Context: an optimization exercise on an open-source flow, tuned for small area, a short achievable clock period and few clock cycles per item. The choices shown serve that exercise and are no tape-out recipe. At most, simulation tests tie the RTL to the original design; equivalence was not proved. No functional check of the RTL was part of run 1. Power figures rest on the tool's default switching activity, not on a simulated workload.

## flow/design.v (module list and top-level ports; edited modules follow where they fit)
// module frame_scanner: 158 lines
// module line_buffer: 38 lines
// module window_regs: 53 lines
// module conv_engine: 2143 lines
// module conv_top: 115 lines
module conv_top (
    input  logic                                  clk_i,
    input  logic                                  rstn_i,
    input  logic                                  cfg_valid_i,
    input  logic [9*8-1:0]    cfg_coef_i,
    input  conv_pkg::conv_mode_e                  cfg_mode_i,
    input  logic                                  cfg_sat_i,
    input  logic                                  pix_valid_i,
    input  conv_pkg::pix_t                        pix_i,
    input  logic                                  stall_i,
    output logic                                  busy_o,
    output logic                                  out_valid_o,
    output conv_pkg::pix_t                        out_pix_o
);
  // ...
==> flow/flow/run.sh <==
#!/bin/bash
set -euo pipefail
bash standard.sh \
  SETUP_SLACK_MARGIN=7.5 \
  MATCH_CELL_FOOTPRINT=0 \
  "CTS_ARGS=-sink_clustering_enable -repair_clock_nets -dont_use_dummy_load -sink_clustering_size 16 -sink_clustering_max_diameter 40 -buf_list sky130_fd_sc_hd__clkbuf_8 -root_buf sky130_fd_sc_hd__clkbuf_16" \
  finish > flow_make.log 2>&1
==> flow/standard.sh <==
#!/bin/bash
# synth_recipe.tcl (not shown) runs the flow's synth.tcl, then flattens the netlist and writes it again
# the make line also repeats each setting of config.mk as NAME=value (left out here)
make -C /OpenROAD-flow-scripts/flow DESIGN_CONFIG=/design/flow/config.mk WORK_HOME=/design/flow/orfs CLKGATE_MAP_FILE= SYNTH_SCRIPT=/design/flow/synth_recipe.tcl "${@:-finish}"
==> flow/config.mk <==
export PLATFORM = sky130hd
export DESIGN_NAME = conv_top
export DESIGN_NICKNAME = conv_top
export VERILOG_FILES = /design/flow/design.v
export SDC_FILE = /design/flow/constraint.sdc
export NUM_CORES = 4
export LEC_CHECK = 0
export CAP_MARGIN = 20
export CORE_MARGIN = 2
export CORE_UTILIZATION = 60
export CTS_BUF_LIST = sky130_fd_sc_hd__clkbuf_8
export CTS_CLUSTER_DIAMETER = 40
export CTS_CLUSTER_SIZE = 16
export SLEW_MARGIN = 20
==> flow/constraint.sdc <==
create_clock -name core_clock -period 11.0 [get_ports {clk_i}]
set_input_delay 2.2000 -clock core_clock [delete_from_list [all_inputs] [get_ports {clk_i}]]
set_output_delay 2.2000 -clock core_clock [all_outputs]
set_load 0.01 [all_outputs]
==> key figures, run 1 <==
Critical path
  – Setup CP Type: register to register
  – Crit Path Max Fanout: 8

Cells and area
  – CLK BUF: around 470
  – Top class by area: registers
  – Register area: 115000 um^2
  – Multi-input logic area: between 20000 and 25000 um^2
  – Non-Filler Instances: ~12000

Timing
  – RSZ-0062 raised after global routing: yes
  – Endpoints failing setup: 0
  – Crit path time final: ~4.2 ns

Synthesis
  – Avg Cell Area, Syn: about 16 um^2
  – Count of flip-flops with a built-in enable after synthesis: just under 300
  – Synth cell count leaders: dfxtp_1 (5319), inv_1 (430), edfxtp_1 (293), fa_1 (286), clkbuf_1 (232)
  – Post-synth top area share: 0.773
  – Post-synthesis adder-cell area fraction: 0.0515
  – Distinct cells, synth: 67
  – Largest family of logic cells by synthesized area: adder cells
  – Count leader, synth: dfxtp_1

Routing
  – DRC: 0
  – Total number of vias: 57900

Power and ir drop
  – Logic power comb: 7.02 mW
  – Pint: 28.7 mW
  – PnR Total Power: 39.0 mW

Place
  – Post-Place Setup Slack: around 6.6 ns
  – RePlAce Congestion: 0.905
  – Area after DPL: ~140000 um^2
  – Port Buf Inserts: 97

Outcome
  – Status: complete, no violations

Global routing
  – Gr busiest metal: met2
  – Met2 Track Usage GR: 0.325

CTS
  – CTS H-tree depth: 5
  – Post-CTS setup buffers: 143
  – Clock tree sinks: about 5600

Floorplanning
  – # Taps: 3009

Min path
  – Worst Hold Class: register to register
==> inputs of run 2 (changes only) <==
--- a/flow/design.v
+++ b/flow/design.v
@@ -303,37 +303,33 @@
             d[5*i+0] = (g == 4'b0001) || (g == 4'b0010) || (g == 4'b1101) || (g == 4'b1110);
             d[5*i+1] = (g == 4'b0011) || (g == 4'b0100) || (g == 4'b1011) || (g == 4'b1100);
             d[5*i+2] = (g == 4'b0101) || (g == 4'b0110) || (g == 4'b1001) || (g == 4'b1010);
             d[5*i+3] = (g == 4'b0111) || (g == 4'b1000);
             d[5*i+4] = g[3];
         end
         recode = d;
     endfunction
-    logic                 zero_r;
     always_ff @(posedge clk_i) begin
         if (!rstn_i) begin
-            zero_r  <= 1'b1;
+            for (int k = 0; k < 9; k++) begin
+                dig_r[k] <= '0;
+            end
             gauss_r <= 1'b0;
             erode_r <= 1'b0;
             sat_r   <= 1'b0;
         end else if (cfg_valid_i && !stall_i) begin
-            zero_r  <= 1'b0;
-            gauss_r <= (cfg_mode_i == conv_pkg::MODE_GAUSS);
-            erode_r <= (cfg_mode_i == conv_pkg::MODE_ERODE);
-            sat_r   <= cfg_sat_i;
-        end
-    end
-    always_ff @(posedge clk_i) begin
-        if (cfg_valid_i && !stall_i) begin
             for (int k = 0; k < 9; k++) begin
                 dig_r[k] <= recode({cfg_coef_i[(9 - k) * 8 - 1] &&
                                     (cfg_mode_i != conv_pkg::MODE_GAUSS),
                                     cfg_coef_i[(9 - k) * 8 - 1 -: 8]});
             end
+            gauss_r <= (cfg_mode_i == conv_pkg::MODE_GAUSS);
+            erode_r <= (cfg_mode_i == conv_pkg::MODE_ERODE);
+            sat_r   <= cfg_sat_i;
         end
     end
     logic [19:0] r1a_r, r1b_r, r2a_r, r2b_r, oa_r, ob_r;
     logic [19:0] v0a, v0b, v1a, v1b, v2a, v2b;
     logic v0_w1;
     logic v0_w2;
     logic v0_w3;
     logic v0_w4;
@@ -2339,19 +2335,17 @@
         end else begin
             s1_valid_r <= col_valid_i;
         end
     end
     logic [19:0]    sum;
     conv_pkg::pix_t result;
     always_comb begin
         sum = oa_r + ob_r;
-        if (zero_r) begin
-            result = '0;
-        end else if (erode_r) begin
+        if (erode_r) begin
             result = oh_r ? '1 : oc_r;
         end else if (gauss_r) begin
             result = sum[4 +: 8] +
                      conv_pkg::pix_t'(sum[4-1]);    
         end else if (sat_r && sum[19]) begin
             result = '0;
         end else if (sat_r && sum[18:8] != '0) begin
             result = '1;
==> flow/flow/run.sh (replaced) <==
#!/bin/bash
set -euo pipefail
bash standard.sh \
  SETUP_SLACK_MARGIN=7.0 \
  "CTS_ARGS=-sink_clustering_enable -repair_clock_nets -dont_use_dummy_load -sink_clustering_size 20 -sink_clustering_max_diameter 45 -buf_list sky130_fd_sc_hd__clkbuf_8 -root_buf sky130_fd_sc_hd__clkbuf_16" \
  finish > flow_make.log 2>&1
==> flow/config.mk (replaced) <==
export PLATFORM = sky130hd
export DESIGN_NAME = conv_top
export DESIGN_NICKNAME = conv_top
export VERILOG_FILES = /design/flow/design.v
export SDC_FILE = /design/flow/constraint.sdc
export NUM_CORES = 4
export LEC_CHECK = 0
export CAP_MARGIN = 20
export CORE_MARGIN = 2
export CORE_UTILIZATION = 60
export CTS_BUF_LIST = sky130_fd_sc_hd__clkbuf_8
export CTS_CLUSTER_DIAMETER = 45
export CTS_CLUSTER_SIZE = 20
export SLEW_MARGIN = 20
==> run 2 against run 1 <==
Compared with the run above:
- largest cell class unchanged
- combinational power down 49%
- final cell count up 0.18%
- wire length down 1.3%
- critical path type unchanged
- setup slack better by 0.13 ns
- register-to-register slack better by 0.13 ns
- clock power down 4.8%
- largest power group unchanged
- worst hold slack better by 0.021 ns
- fmax up 3.2%
- clock skew up 0.0012 ns
- synthesized cell count up 3.4%
- critical endpoint is now i_conv_engine.r2b_r[8]$_DFFE_PP_
==> key figures, run 2 <==
Timing
  – Crit path time final: 4.10 ns (-0.132 ns)
  – Worst slew pin tran: between 1 and 1.5 ns
  – Final Hold Viols: 0
  – Final Max Tran Viols: 0
  – Period Utilization, post-route: 0.373
  – Clk_skew: ~0.09 ns
  – Fmax: around 0.24 GHz
  – Slew headroom: 0.174
  – RSZ-0062 raised after global routing: yes
  – Endpoints failing setup: 0 (unchanged)
  – Final setup TNS: 0 ns

Synthesis
  – Cell accounting for the most synthesized area: dfxtp_1
  – Async SR Flop Fraction: 0
  – Sequential element share of the synthesized area: 0.827
  – Syn Nets: around 9000
  – Post-synth top area share: 0.793 (+0.0192)
  – Distinct cells, synth: 77 (+15%)
  – Post-synthesis sequential element count: ~5600
  – Count of flip-flops with a built-in enable after synthesis: 158 (-46%)
  – Synth area leaders: dfxtp_1 (79%), fa_1 (4.2%), edfxtp_1 (3.4%)
  – Dominant synthesized flop cell: dfxtp_1
  – Count leader, synth: dfxtp_1
  – Avg Cell Area, Syn: 15.9 um^2 (-3.2%)
  – Synth cell count leaders: dfxtp_1 (5453), inv_1 (423), fa_1 (286), clkbuf_1 (275), nand2_1 (221)
  – Mapped cell area: about 140000 um^2
  – Synth Warn #: 5
  – Gate Count Post-Synth: 8672

Flow run
  – Max-Cap Viols: 0

CTS
  – Clk slew on worst S/H paths: 0.11 ns
  – CTS Buffer Depth: 4
  – CTS tree: yes
  – CTS hold repair buffers: 0
  – Root cell of the clock tree: clkbuf_16
  – Clock tree sinks: 5611 (-0.018%)
  – CTS Buf Count: 420
  – CTS H-tree depth: 5 (unchanged)
  – Worst-Skew Late Latency: approximately 0.87 ns

Floorplanning
  – Total die area: around 230000 um^2
  – Initial Util: 0.605
  – FP Rows: between 150 and 200
  – Core Footprint: 228000 um^2
  – Die Span X: between 400 and 500 um
  – Die H: around 480 um
  – Ports: 98

Global routing
  – Largest net degree at the start of global routing: 87
  – Vias in the first global route: 59700
  – Initial antenna violation count: 30
  – Global-route wire length before repair: 370 mm
  – GRT overflow: 0
  – GRT Util Overall: 0.210

Place
  – DPL Wire Length: roughly 170 mm
  – Port Buf Inserts: 97 (unchanged)
  – RePlAce Congestion: 0.895 (-1.1%)

Power and ir drop
  – Leak Pwr: ~59 nW
  – Peak VDD IR: about 0.00016 V
  – PD cells: ~230 nW/um^2
  – PnR Total Power: 34.6 mW (-11%)

Critical path
  – Bufs and invs on worst path: 4
  – Crit-path max cell delay: 0.69 ns
  – CP top delay family: adder cells
  – CP required: between 10 and 15 ns
  – Critical Path Source Type: register
  – Slowest stage cell, crit path: a222oi_1
  – Setup CP Type: register to register
  – CP dominant cell by count: fa_1
  – Crit path DAT: 4.66 ns
  – Crit Path Max Fanout: 11 (+3)
  – Critical Path Sink Type: register
  – Critical Path, Cell by Cell: clkinvlp_4, buf_4, a222oi_1, xnor2_1, ha_1, inv_1, fa_1, fa_1, fa_1, inv_1, fa_1

Routing
  – Total number of vias: 58800 (+1.4%)
  – Routed length per placed instance: roughly 20 um
  – Total Wirelength: 246 mm
  – Initial DRC Count: 4050
  – Routed Antenna Nets: 0
  – Routed vias/inst: about 4.9
  – DR pass1 iterations: 7
  – DRC: 0 (unchanged)

Cells and area
  – Synth-to-Final Area Change: 7.84%
  – Share of cells above drive strength 1: 0.0896
  – Biggest regs: i_line_buffer.row0_r x2560, i_line_buffer.row1_r x2560, i_conv_engine.dig_r x135
  – Most frequent cells in the layout: dfxtp_1 (5378), inv_1 (410), clkbuf_8 (389), fa_1 (272), nand2_1 (221)
  – Commonest non-fill, non-tap cell in the layout: dfxtp_1
  – Number of fill cells: 15800
  – Fin nets: 9438

Min path
  – Worst Hold Class: register to register

Outcome
  – Status: complete, no violations
-- run 2: what timing repair did --
| action | CTS | global route |
|---|---|---|
| setup endpoints to repair | 202 | 55 |
| cloned | 1 | 0 |
| gates resized for setup | 100 | 87 |
| setup buffers | 5 | 13 |
| pin swaps | 15 | 22 |
-- run 2: where the power goes --
part | internal [mW] | switching [mW]
logic | 1.44 | 2.11
clock network | 3.70 | 5.61
registers | 21.2 | 0.552
-- run 2: layer usage --
metal | share of wire | wire (um) | GRT usage
met5 | 0.00030 | 74 | 0
met4 | 0.037 | 9130 | 0.0786
met3 | 0.053 | 12900 | 0.0373
met2 | 0.44 | 108000 | 0.323
met1 | 0.47 | 115000 | 0.301
-- run 2: cell type report --
class	instances	area, um^2	share of cell area
Multi-Input combinational cell	2342	21400	0.144
Antenna cell	17	42.5	0.000286
Timing Repair Buffer	157	1470	0.00991
Inverter	424	1610	0.0108
Clock buffer	420	6150	0.0414
Sequential cell	5611	114000	0.768
Tap cell	3009	3760	0.0253
-- run 2: logic make-up after synthesis --
logic type      count (synthesis)  synth area share
compound gates                774            0.0423
xor+xnor                      375            0.0238
fa+ha+maj                     394            0.0514
buf+inv                       720            0.0200
flops                        5611             0.827
mux                           140            0.0126
simple gates                  658            0.0229
-- run 2: per-stage QoR --
step	setup WS, ns	cells	utilization	hold WS, ns	area [um^2]
5_1_grt	6.81	12000	0.652	0.267	149000
3_3_place_gp	5.53	11500	0.622	0.310	142000
6_report	6.90	12000	0.652	0.263	149000
3_5_place_dp	5.49	11500	0.622	0.312	142000
4_1_cts	6.88	12000	0.650	0.250	148000
2_1_floorplan	7.22	8672	-	0.310	138000
-- run 2: worst paths after layout --
| check | start | to | slack [ns] | depth (start not counted) |
|---|---|---|---|---|
| min reg2reg | i_line_buffer.row0_r[2209]$_DFF_P_ | i_line_buffer.row0_r[2201]$_DFF_P_ | 0.26 | 0 |
| min | i_line_buffer.row0_r[2209]$_DFF_P_ | i_line_buffer.row0_r[2201]$_DFF_P_ | 0.26 | 0 |
| max | i_window_regs.col_mid_n_o[0]$_DFF_P_ | i_conv_engine.r2b_r[8]$_DFFE_PP_ | 6.90 | 11 |
| max reg2reg | i_window_regs.col_mid_n_o[0]$_DFF_P_ | i_conv_engine.r2b_r[8]$_DFFE_PP_ | 6.90 | 11 |
Testbench counts of run 2, summed over its fixed seeds: cycles 1,542,548, pixels 1,536,000.

==> afterwards: timing with drivers on the ports <==
In the flow no input, the clock included, has a driving cell. The finished layouts below were timed again as built, in two steps. Step 1 (the two cells are an assumption about what drives the block):
set clk [get_ports {clk_i}]
set_driving_cell -lib_cell sky130_fd_sc_hd__clkbuf_16 $clk
set_driving_cell -lib_cell sky130_fd_sc_hd__buf_2 [delete_from_list [all_inputs] $clk]
Step 2, shift: input delay + t, output delay - t, t = (earliest + latest rising clock arrival at the registers) / 2. This alone moves slack from input paths to output paths. Three values: ideal, step 1, step 2; two values: the first two.
run | t, ns | setup slack, ns | hold slack, ns | worst setup path after step 2
run 1 | 0.936 | 6.763 / 6.763 / 6.763 | 0.242 / 0.242 / 0.242 | register to register
run 2 | 0.928 | 6.895 / 6.895 / 6.223 | 0.263 / 0.263 / 0.263 | input to register
After both steps every run listed still meets setup and hold. The setup slack of run 2, which loses most, moves by 0.000 ns with the drivers and by -0.672 ns with both steps.
